Context: an optimization exercise on an open-source flow, tuned for small area, a short achievable clock period and few clock cycles per item. The choices shown serve that exercise and are no tape-out recipe.
Function was checked by simulation only, so behaviour that the tests miss may differ from the original.

== v6 ==
==> flow/design.v (excerpt) <==
module sha1_cumulative_part_digest (
    input  wire logic        i_clk,
    input  wire logic        i_rst_n,
    input  wire logic        psel,
    input  wire logic        penable,
    input  wire logic        pwrite,
    input  wire logic [2:0]  paddr,
    input  wire logic [31:0] pwdata,
    output logic [31:0]      prdata,
    output logic             pready,
    input  wire logic        i_push,
    output logic             o_full,
    input  wire logic [63:0] i_data_word,
    input  wire logic [3:0]  i_bytes_valid,
    input  wire logic        i_last_of_file,
    output logic             o_empty,
    input  wire logic        i_pop,
    output logic [31:0]      o_hash_a,
    output logic [31:0]      o_hash_b,
    output logic [31:0]      o_hash_c,
    output logic [31:0]      o_hash_d,
    output logic [31:0]      o_hash_e,
    output logic [31:0]      o_part_number,
    output logic [60:0]      o_end_offset,
    output logic             o_is_final,
    output logic             o_status
);
For scale: ~8,100 cells after synthesis, about 1,100 flip-flops, about 400 I/O pins.
export LEC_CHECK = 0
export ABC_AREA = 1
export CAP_MARGIN = 20
export CORE_MARGIN = 2
export CORE_UTILIZATION = 40
export PLACE_DENSITY = 0.6
export SLEW_MARGIN = 20
create_clock -name core_clock -period 10.0 [get_ports {i_clk}]
standard.sh (not shown) runs the stock make flow with config.mk's settings and CLKGATE_MAP_FILE= SYNTH_SCRIPT=/design/flow/synth_recipe.tcl, a recipe that flattens the netlist after the stock synthesis.
==> flow/flow/run.sh <==
#!/bin/bash
# Layout: the standard flow (standard.sh) with changes to how cells are
# picked and how hard timing is repaired: synthesis leaves adders to ABC instead
# of mapping them onto the library's full- and half-adder cells (ADDER_MAP_FILE
# empty; registers are untouched), the port buffers are buf_1, the smallest
# buffer, clock tree synthesis uses clkbuf_4 and adds no dummy loads, and the
# setup repair aims at 6 ns of slack. make's output goes to flow_standard.log;
# each ORFS step keeps its own log under orfs/logs.
set -uo pipefail
export ADDER_MAP_FILE=
export BUFFER_PORTS_ARGS="-buffer_cell sky130_fd_sc_hd__buf_1"
export CTS_ARGS="-sink_clustering_enable -repair_clock_nets -dont_use_dummy_load -buf_list {sky130_fd_sc_hd__clkbuf_4}"
bash standard.sh SETUP_SLACK_MARGIN=6 finish > flow_standard.log 2>&1
Testbench counts of v6, summed over its fixed seeds: cycles 32,966, bytes 47,624.
### v6 -> v7
- putting CTS_BUF_LIST at sky130_fd_sc_hd__clkbuf_4 sky130_fd_sc_hd__clkbuf_8 where nothing was set
- putting SETUP_SLACK_MARGIN at 5 where nothing was set
==> flow/flow/run.sh <==
#!/bin/bash
# Layout: the standard flow (standard.sh) with three changes to how cells are
# picked: synthesis leaves adders to ABC instead of mapping them onto the
# library's full- and half-adder cells (ADDER_MAP_FILE empty; registers are
# untouched), the port buffers are buf_1, the smallest buffer, and clock tree
# synthesis adds no dummy loads and uses clkbuf_4 only. make's output goes to flow_standard.log; each
# ORFS step keeps its own log under orfs/logs.
set -uo pipefail
export ADDER_MAP_FILE=
export BUFFER_PORTS_ARGS="-buffer_cell sky130_fd_sc_hd__buf_1"
export CTS_ARGS="-sink_clustering_enable -repair_clock_nets -dont_use_dummy_load -buf_list {sky130_fd_sc_hd__clkbuf_4}"
bash standard.sh > flow_standard.log 2>&1
Results
Taking v6 as 1.0, v7 lands at 0.903 on post-route standard cell area excluding fillers. Relative to v6, total CTS buffers decreased by 0.33% in v7. Per-cell via count in the routed design: v7 < v6. Compared to v6, the routing of v7 uses less wire. v6 → v7: cell count dropped 219. Diff v6..v7 | detailed-placement wirelength estimate | negligible.

* * *

== exp/quartz ==
Another version of the RTL of sha1_cumulative_part_digest (not shown whole).
For scale: about 8400 cells after synthesis, about 1100 flip-flops, roughly 400 I/O pins, ~55000 sq um of cells after synthesis.
==> flow/config.mk <==
export PLATFORM = sky130hd
export DESIGN_NAME = sha1_cumulative_part_digest
export DESIGN_NICKNAME = sha1_cumulative_part_digest
export VERILOG_FILES = /design/flow/design.v
export SDC_FILE = /design/flow/constraint.sdc
export NUM_CORES = 4
export LEC_CHECK = 0
export ABC_AREA = 1
export CAP_MARGIN = 20
export CORE_MARGIN = 2
export CORE_UTILIZATION = 55
export PLACE_DENSITY = 0.72
export SLEW_MARGIN = 20
==> flow/constraint.sdc <==
create_clock -name core_clock -period 10.0 [get_ports {i_clk}]
set_input_delay 2.0000 -clock core_clock [delete_from_list [all_inputs] [get_ports {i_clk}]]
set_output_delay 2.0000 -clock core_clock [all_outputs]
set_load 0.01 [all_outputs]
==> flow/flow/run.sh <==
#!/bin/bash
# Layout: the standard flow (standard.sh) with changes to how cells are
# picked and how hard timing is repaired: synthesis leaves adders to ABC instead
# of mapping them onto the library's full- and half-adder cells (ADDER_MAP_FILE
# empty; registers are untouched), the port buffers are buf_1, the smallest
# buffer, clock tree synthesis uses clkbuf_4 and adds no dummy loads, and the
# setup repair aims at 6 ns of slack. make's output goes to flow_standard.log;
# each ORFS step keeps its own log under orfs/logs.
set -uo pipefail
export ADDER_MAP_FILE=
export BUFFER_PORTS_ARGS="-buffer_cell sky130_fd_sc_hd__buf_1"
export CTS_ARGS="-sink_clustering_enable -repair_clock_nets -dont_use_dummy_load -buf_list {sky130_fd_sc_hd__clkbuf_4}"
bash standard.sh SETUP_SLACK_MARGIN=6 finish > flow_standard.log 2>&1
Testbench counts of exp/quartz, summed over its fixed seeds: cycles 32,966, bytes 47,624.
### exp/quartz -> exp/xenon
Settings: PLACE_DENSITY: 0.72 -> 0.6; CORE_UTILIZATION: 55 -> 40.
--- a/flow/flow/run.sh
+++ b/flow/flow/run.sh
@@ -6 +6 @@
-# buffer, clock tree synthesis uses clkbuf_4 and adds no dummy loads, and the
+# buffer, clock tree synthesis uses clkbuf_8 and clkbuf_16 and adds no dummy loads, and the
@@ -12 +12 @@
-export CTS_ARGS="-sink_clustering_enable -repair_clock_nets -dont_use_dummy_load -buf_list {sky130_fd_sc_hd__clkbuf_4}"
+export CTS_ARGS="-sink_clustering_enable -repair_clock_nets -dont_use_dummy_load -buf_list {sky130_fd_sc_hd__clkbuf_8 sky130_fd_sc_hd__clkbuf_16}"
==> summary.txt <==
- Comparing exp/quartz and exp/xenon, the higher well tap count is on exp/xenon.
- exp/xenon reports a lower core utilization than exp/quartz does.
- exp/quartz -> exp/xenon: number of iterations in the first detailed-routing pass flat
- STATUS achievable clock frequency: exp/xenon wins against exp/quartz
- From exp/xenon to exp/quartz, flip-flop and latch count after synthesis did not move at all.
- Re final area: exp/xenon is 2.9% up on exp/quartz.
- Per the comparison of exp/xenon with exp/quartz, clock-buffer cell count decreased by 179 relative to the old numbers.
- Diff exp/quartz -> exp/xenon: insertion delay to the later sink of the worst-skew pair has decreased; routed wire length has increased.
- exp/quartz completed; timing, DRC and antenna clean
- The flow did not stop early for exp/xenon: all stages ran, and the layout cleared the timing, DRC and antenna checks.
The inputs of exp/nickel differ from those of exp/xenon as listed below.
--- a/flow/flow/run.sh
+++ b/flow/flow/run.sh
@@ -7 +7 @@
-# setup repair aims at 6 ns of slack. make's output goes to flow_standard.log;
+# setup repair aims at 7 ns of slack. make's output goes to flow_standard.log;
@@ -13 +13 @@
-bash standard.sh SETUP_SLACK_MARGIN=6 finish > flow_standard.log 2>&1
+bash standard.sh SETUP_SLACK_MARGIN=7 finish > flow_standard.log 2>&1
Results
[exp/nickel] relative area change from synthesis to final layout rose 22 points relative to exp/xenon
### exp/nickel -> exp/pepper
--- a/flow/flow/run.sh
+++ b/flow/flow/run.sh
@@ -6,2 +6,2 @@
-# buffer, clock tree synthesis uses clkbuf_8 and clkbuf_16 and adds no dummy loads, and the
-# setup repair aims at 7 ns of slack. make's output goes to flow_standard.log;
+# buffer, clock tree synthesis uses clkbuf_4 and adds no dummy loads, and the
+# setup repair aims at 6 ns of slack. make's output goes to flow_standard.log;
@@ -12,2 +12,2 @@
-export CTS_ARGS="-sink_clustering_enable -repair_clock_nets -dont_use_dummy_load -buf_list {sky130_fd_sc_hd__clkbuf_8 sky130_fd_sc_hd__clkbuf_16}"
-bash standard.sh SETUP_SLACK_MARGIN=7 finish > flow_standard.log 2>&1
+export CTS_ARGS="-sink_clustering_enable -repair_clock_nets -dont_use_dummy_load -buf_list {sky130_fd_sc_hd__clkbuf_4}"
+bash standard.sh SETUP_SLACK_MARGIN=6 finish > flow_standard.log 2>&1
Notes after the runs:
- The higher last weighted congestion value of the routability-driven placer came out of exp/nickel.
- Max overall routing resource usage across exp/nickel and exp/pepper: exp/nickel
- exp/nickel → exp/pepper: final critical-path setup slack down 36 ps; fraction of final layout cells with drive strength greater than 1 went down 16 points; arrival time of the worst setup path now sits higher.
- Going from exp/nickel to exp/pepper, met1 wire length shows a reduction of about 5%, area of all placed cells without fillers shows a reduction of 17%, portion of the clock cycle consumed by the worst path in the final layout shows an increase of 0.36 points.

==> afterwards: timing with drivers on the ports <==
The flow's constraints put no driver on any port. The routed layouts listed below were extracted and timed again, unchanged, in two steps. Step 1: set_driving_cell puts a clkbuf_16 on i_clk and a buf_2 on each other input, an assumption about the parent block. Step 2, shift: input delay + t, output delay - t, t = (earliest + latest rising clock arrival at the registers) / 2. This alone moves slack from input paths to output paths. Slacks: ideal ports / drivers / drivers and shift; pairs: ideal ports / drivers.
run | t (ns) | setup WS [ns] | worst slew at a driven data input, ns | pins driven straight from the clock port
v6 | 1.291 | 5.658 / 5.582 / 4.974 | 0.12 | 1
v7 | 1.310 | 5.216 / 5.142 / 4.664 | 0.11 | 1
exp/quartz | 1.207 | 5.745 / 5.745 / 5.027 | 0.08 | 1
exp/xenon | 0.793 | 5.956 / 5.956 / 5.500 | 0.08 | 1
exp/nickel | 0.800 | 6.019 / 6.019 / 5.733 | 0.09 | 1
exp/pepper | 1.257 | 5.984 / 5.913 / 4.885 | 0.09 | 1
After both steps every run listed still meets setup and hold. For exp/pepper, which loses most, drivers alone change the setup slack by -0.071 ns; drivers and shift together by -1.099 ns.
